From an optimization exercise on the open Yosys and OpenROAD flow, aimed at small area; shortcuts taken in it are not production practice. Function was checked by simulation only, so behaviour that the tests miss may differ from the original. Power is estimated from default activity; no workload was simulated.

==> v26 <==
## systolic_array_4x4
module systolic_array_4x4
(
    input  logic       clk,
    input  logic       rst,
    input  logic       start_signal,
    input  logic       wen,
    input  logic [7:0] inp_north0,
    input  logic [7:0] inp_north1,
    input  logic [7:0] inp_north2,
    input  logic [7:0] inp_north3,
    input  logic [7:0] inp_west0,
    input  logic [7:0] inp_west1,
    input  logic [7:0] inp_west2,
    input  logic [7:0] inp_west3,
    output logic [4:0] count,
    output logic [7:0] activation_result12,
    output logic [7:0] activation_result13,
    output logic [7:0] activation_result14,
    output logic [7:0] activation_result15
);
clock: 7.0 ns
lec_check: 0
cap_margin: 20
core_margin: 2
core_utilization: 40
cts_buf_list: sky130_fd_sc_hd__clkbuf_16
cts_cluster_diameter: 100
cts_cluster_size: 30
gpl_timing_driven: 0
slew_margin: 20
synth_hierarchical: 1
synth_minimum_keep_size: 0
standard.sh (not shown) runs the stock make flow with config.mk's settings and CLKGATE_MAP_FILE= SYNTH_SCRIPT=/design/flow/synth_recipe.tcl, a recipe that flattens the netlist after the stock synthesis.
==> flow/flow/run.sh <==
#!/bin/bash
set -euo pipefail
bash standard.sh \
  'BUFFER_PORTS_ARGS=-buffer_cell sky130_fd_sc_hd__buf_1' \
  'CTS_ARGS=-sink_clustering_enable -repair_clock_nets -buf_list {sky130_fd_sc_hd__clkbuf_8 sky130_fd_sc_hd__clkbuf_16} -sink_clustering_size 30 -sink_clustering_max_diameter 100 -dont_use_dummy_load' \
  finish > standard.log 2>&1
==> inputs of v1, as changes to v26 <==
==> flow/flow/run.sh (replaced) <==
#!/bin/bash
set -euo pipefail
bash standard.sh \
  'BUFFER_PORTS_ARGS=-buffer_cell sky130_fd_sc_hd__buf_1' \
  'CTS_ARGS=-sink_clustering_enable -repair_clock_nets -buf_list sky130_fd_sc_hd__clkbuf_16 -sink_clustering_size 30 -sink_clustering_max_diameter 100 -dont_use_dummy_load' \
  finish > standard.log 2>&1
==> summary of the runs <==
Critical path depth is the same in v1 and v26.
In power, v26 and v1 do not differ.
In first-iteration DRC count, v26 and v1 do not differ.
Non-clock buffer count is the same in v1 and v26.
In clock power, v1 and v26 hardly differ.
In fmax, v1 and v26 do not differ.
Final area is the same in v26 and v1.
==> figures <==
	v26	v1
WL final	96950 µm	96950 µm
Post-layout instance area	0.03911 mm²	0.03911 mm²
Register Area	0.01096 mm²	0.01096 mm²
Synthesized area per cell	13.05 µm²	13.05 µm²
Final critical-path setup slack	0.2537 ns	0.2537 ns
TritonCTS clock tree	yes	yes
Crit path top cell by count	sky130_fd_sc_hd__fa_1	sky130_fd_sc_hd__fa_1
Comb pwr share	72.5%	72.5%
Number of DRC violations after detailed-routing iteration 0	1536	1536
Launching element of the worst setup path	wl00[3]$_DFFE_PP_	wl00[3]$_DFFE_PP_
Run status	complete, no violations	complete, no violations
Seq. pwr	3.32 mW	3.32 mW
Count of TritonRoute iterations in the first routing pass	5	5
Combinational group power	12.8 mW	12.8 mW
Worst hold slack after final layout	0.2987 ns	0.2987 ns
Maximum net fanout on the critical path	8	8

==> job 3690: inputs <==
Starting RTL as in the previous note.
Design systolic_array_4x4, start of the top module:
module systolic_array_4x4
(
    input  logic       clk,
    input  logic       rst,
    input  logic       start_signal,
    input  logic       wen,
    input  logic [7:0] inp_north0,
    input  logic [7:0] inp_north1,
    input  logic [7:0] inp_north2,
    input  logic [7:0] inp_north3,
    input  logic [7:0] inp_west0,
    input  logic [7:0] inp_west1,
    input  logic [7:0] inp_west2,
    input  logic [7:0] inp_west3,
    output logic [4:0] count,
    output logic [7:0] activation_result12,
    output logic [7:0] activation_result13,
    output logic [7:0] activation_result14,
    output logic [7:0] activation_result15
);
clock: 7.0 ns
lec_check: 0
cap_margin: 20
core_margin: 2
core_utilization: 40
cts_buf_list: sky130_fd_sc_hd__clkbuf_16
cts_cluster_diameter: 100
cts_cluster_size: 30
gpl_timing_driven: 0
slew_margin: 20
synth_hierarchical: 1
synth_minimum_keep_size: 0
==> flow/flow/run.sh <==
#!/bin/bash
set -euo pipefail
bash standard.sh \
  'BUFFER_PORTS_ARGS=-buffer_cell sky130_fd_sc_hd__buf_1' \
  'CTS_ARGS=-sink_clustering_enable -repair_clock_nets -buf_list sky130_fd_sc_hd__clkbuf_8 -sink_clustering_size 22 -sink_clustering_max_diameter 70 -dont_use_dummy_load' \
  finish > standard.log 2>&1
==> job 888: changes against job 3690 <==
==> flow/flow/run.sh (replaced) <==
#!/bin/bash
set -euo pipefail
bash standard.sh \
  'BUFFER_PORTS_ARGS=-buffer_cell sky130_fd_sc_hd__buf_1' \
  'CTS_ARGS=-sink_clustering_enable -repair_clock_nets -buf_list sky130_fd_sc_hd__clkbuf_16 -sink_clustering_size 30 -sink_clustering_max_diameter 100 -dont_use_dummy_load' \
  finish > standard.log 2>&1
Settings changed: CORE_UTILIZATION 40 to 35.
==> summary of the runs <==
- In flip-flop and latch count, job 888 and job 3690 do not differ.
- In job 888 the register-to-register slack is worse than in job 3690, by 120 ps.
- Die area: job 3690 is smaller than job 888 (12%).
- In via count, job 888 and job 3690 hardly differ.

==> run a: inputs <==
Starting RTL as in the previous note.
## systolic_array_4x4
module systolic_array_4x4
(
    input  logic       clk,
    input  logic       rst,
    input  logic       start_signal,
    input  logic       wen,
    input  logic [7:0] inp_north0,
    input  logic [7:0] inp_north1,
    input  logic [7:0] inp_north2,
    input  logic [7:0] inp_north3,
    input  logic [7:0] inp_west0,
    input  logic [7:0] inp_west1,
    input  logic [7:0] inp_west2,
    input  logic [7:0] inp_west3,
    output logic [4:0] count,
    output logic [7:0] activation_result12,
    output logic [7:0] activation_result13,
    output logic [7:0] activation_result14,
    output logic [7:0] activation_result15
);
    logic [1:0] ptr;
    logic       rst_n;
    assign rst_n = ~rst;
    always_ff @(posedge clk) begin
        if (rst)               count <= 5'd0;
        else if (start_signal) count <= count + 5'd1;
    end
    always_ff @(posedge clk) begin
        if (rst)      ptr <= 2'd0;
        else if (wen) ptr <= ptr + 2'd1;
        else          ptr <= 2'd0;
    end
    logic [3:0] e1t;
    logic [7:0] e1d0;
    logic [7:0] e1d1;
    logic [7:0] e1d2;
    logic [7:0] e1d3;
    logic [2:0] e2t;
    logic [7:0] e2d0;
    logic [7:0] e2d1;
    logic [7:0] e2d2;
    logic [7:0] e2d3;
    logic [1:0] e3t;
    logic [7:0] e3d0;
    logic [7:0] e3d1;
    logic [7:0] e3d2;
    logic [7:0] e3d3;
    logic [0:0] e4t;
    logic [7:0] e4d0;
    logic [7:0] e4d1;
    logic [7:0] e4d2;
    logic [7:0] e4d3;
    always_ff @(posedge clk) begin
        e1t <= {rst | (wen & (ptr == 2'd3)), rst | (wen & (ptr == 2'd2)), rst | (wen & (ptr == 2'd1)), rst | (wen & (ptr == 2'd0))};
        e1d0 <= ~(inp_north0 & {8{rst_n}});
        e1d1 <= ~(inp_north1 & {8{rst_n}});
        e1d2 <= ~(inp_north2 & {8{rst_n}});
        e1d3 <= ~(inp_north3 & {8{rst_n}});
        e2t <= e1t[2:0];
        e2d0 <= e1d0;
        e2d1 <= e1d1;
        e2d2 <= e1d2;
        e2d3 <= e1d3;
        e3t <= e2t[1:0];
        e3d0 <= e2d0;
        e3d1 <= e2d1;
        e3d2 <= e2d2;
        e3d3 <= e2d3;
        e4t <= e3t[0:0];
        e4d0 <= e3d0;
        e4d1 <= e3d1;
        e4d2 <= e3d2;
        e4d3 <= e3d3;
    end
    logic [7:0] wl00;
  ...
==> flow/config.mk <==
export PLATFORM = sky130hd
export DESIGN_NAME = systolic_array_4x4
export DESIGN_NICKNAME = systolic_array_4x4
export VERILOG_FILES = /design/flow/design.v
export SDC_FILE = /design/flow/constraint.sdc
export NUM_CORES = 4
export LEC_CHECK = 0
export CAP_MARGIN = 20
export CORE_MARGIN = 2
export CORE_UTILIZATION = 50
export CTS_BUF_LIST = sky130_fd_sc_hd__clkbuf_16
export CTS_CLUSTER_DIAMETER = 100
export CTS_CLUSTER_SIZE = 30
export GPL_TIMING_DRIVEN = 0
export SLEW_MARGIN = 20
export SYNTH_HIERARCHICAL = 1
export SYNTH_MINIMUM_KEEP_SIZE = 0
==> flow/constraint.sdc <==
create_clock -name core_clock -period 7.0 [get_ports {clk}]
set_input_delay 1.4000 -clock core_clock [delete_from_list [all_inputs] [get_ports {clk}]]
set_output_delay 1.4000 -clock core_clock [all_outputs]
set_load 0.01 [all_outputs]
==> flow/flow/run.sh <==
#!/bin/bash
set -euo pipefail
bash standard.sh \
  'BUFFER_PORTS_ARGS=-buffer_cell sky130_fd_sc_hd__buf_1' \
  'CTS_ARGS=-sink_clustering_enable -repair_clock_nets -buf_list sky130_fd_sc_hd__clkbuf_16 -sink_clustering_size 30 -sink_clustering_max_diameter 100 -dont_use_dummy_load' \
  finish > standard.log 2>&1
==> inputs of run b, as changes to run a <==
==> flow/flow/run.sh (replaced) <==
#!/bin/bash
set -euo pipefail
bash standard.sh \
  'BUFFER_PORTS_ARGS=-buffer_cell sky130_fd_sc_hd__buf_1' \
  'CTS_ARGS=-sink_clustering_enable -repair_clock_nets -buf_list sky130_fd_sc_hd__clkbuf_8 -sink_clustering_size 18 -sink_clustering_max_diameter 60 -dont_use_dummy_load' \
  finish > standard.log 2>&1
- CORE_UTILIZATION: 50 -> 40
==> summary.txt <==
Between run a and run b, the lower global-route usage is in run b (gap 6.5 points). Against run a, the sequential share of layout area of run b is lower by 0.17 points. In run a the combinational power is larger than in run b, by about 3%. Via count: run a is larger than run b (1.6%). Of run b and run a, run b has the higher fmax (gap 1.2%, measured against run a). Worst setup slack: run b is higher than run a (81 ps). In run b the first-iteration DRC count is lower than in run a, by about 1.5%. Run a passed the timing, DRC and antenna checks. Run b ran to the end with no violations. In synthesized cell count, run a and run b do not differ. Between run a and run b, the lower clock-buffer cell count is in run a (gap 24).
==> figures <==
Run status: run a no timing/DRC/antenna violations; run b no timing/DRC/antenna violations
Vias in the first global route: run a 25,600; run b 24,500
Power density over the cells: run a 456 nW/um^2; run b 446 nW/um^2
Capturing element of the worst setup path: run a res0[2]; run b res0[0]
Root Buffer: run a sky130_fd_sc_hd__clkbuf_16; run b sky130_fd_sc_hd__clkbuf_8
Synthesis-to-finish area growth: run a 7.11%; run b 7.67%
Final Net Count: run a 4,006; run b 4,012
Net Switching: run a 8.58 mW; run b 8.41 mW
DR WL/cell: run a 25.9 um; run b 23.5 um
Share of power burned in registers: run a 18.8%; run b 19.1%
Internal power contribution: run a 9.18 mW; run b 9.04 mW
Post-CTS Setup Bufs: run a 2; run b 1
Switching fraction of total power: run a 48.3%; run b 48.2%
Vias post-DR: run a 22,200; run b 21,800
Level count of the clock H-tree: run a 1; run b 2
Met1 track demand over resource in global routing: run a 37.2%; run b 28.9%
Slowest Stage Delay on Critical Path: run a 740 ps; run b 640 ps
CLK BUF: run a 25; run b 49
Final weighted congestion in routability-driven placement: run a 0.987; run b 0.906

-- port drivers added, routing unchanged --
The flow's constraints put no driver on any port. The routed layouts listed below were extracted and timed again, unchanged, in two steps.
Step 1, drivers: a clkbuf_16 drives clk and a buf_2 each remaining input, both assumed.
Step 2, shift: input delay + t, output delay - t, t = (earliest + latest rising clock arrival at the registers) / 2. This alone moves slack from input paths to output paths.
Three values: ideal, step 1, step 2; two values: the first two.
run	t, ns	setup WS [ns]	worst setup path at the end	worst register clock-pin slew, ns	worst slew at a driven data input, ns
v26	0.668	0.254 / 0.254 / 0.254	register to register	0.12 / 0.12	0.07
v1	0.668	0.254 / 0.254 / 0.254	register to register	0.12 / 0.12	0.07
job 3690	0.704	0.257 / 0.257 / 0.257	register to register	0.12 / 0.12	0.09
job 888	0.696	0.141 / 0.141 / 0.141	register to register	0.11 / 0.11	0.08
run a	0.629	0.178 / 0.178 / 0.178	register to register	0.11 / 0.11	0.05
run b	0.734	0.259 / 0.259 / 0.259	register to register	0.11 / 0.11	0.08
After both steps every run listed still meets setup and hold.
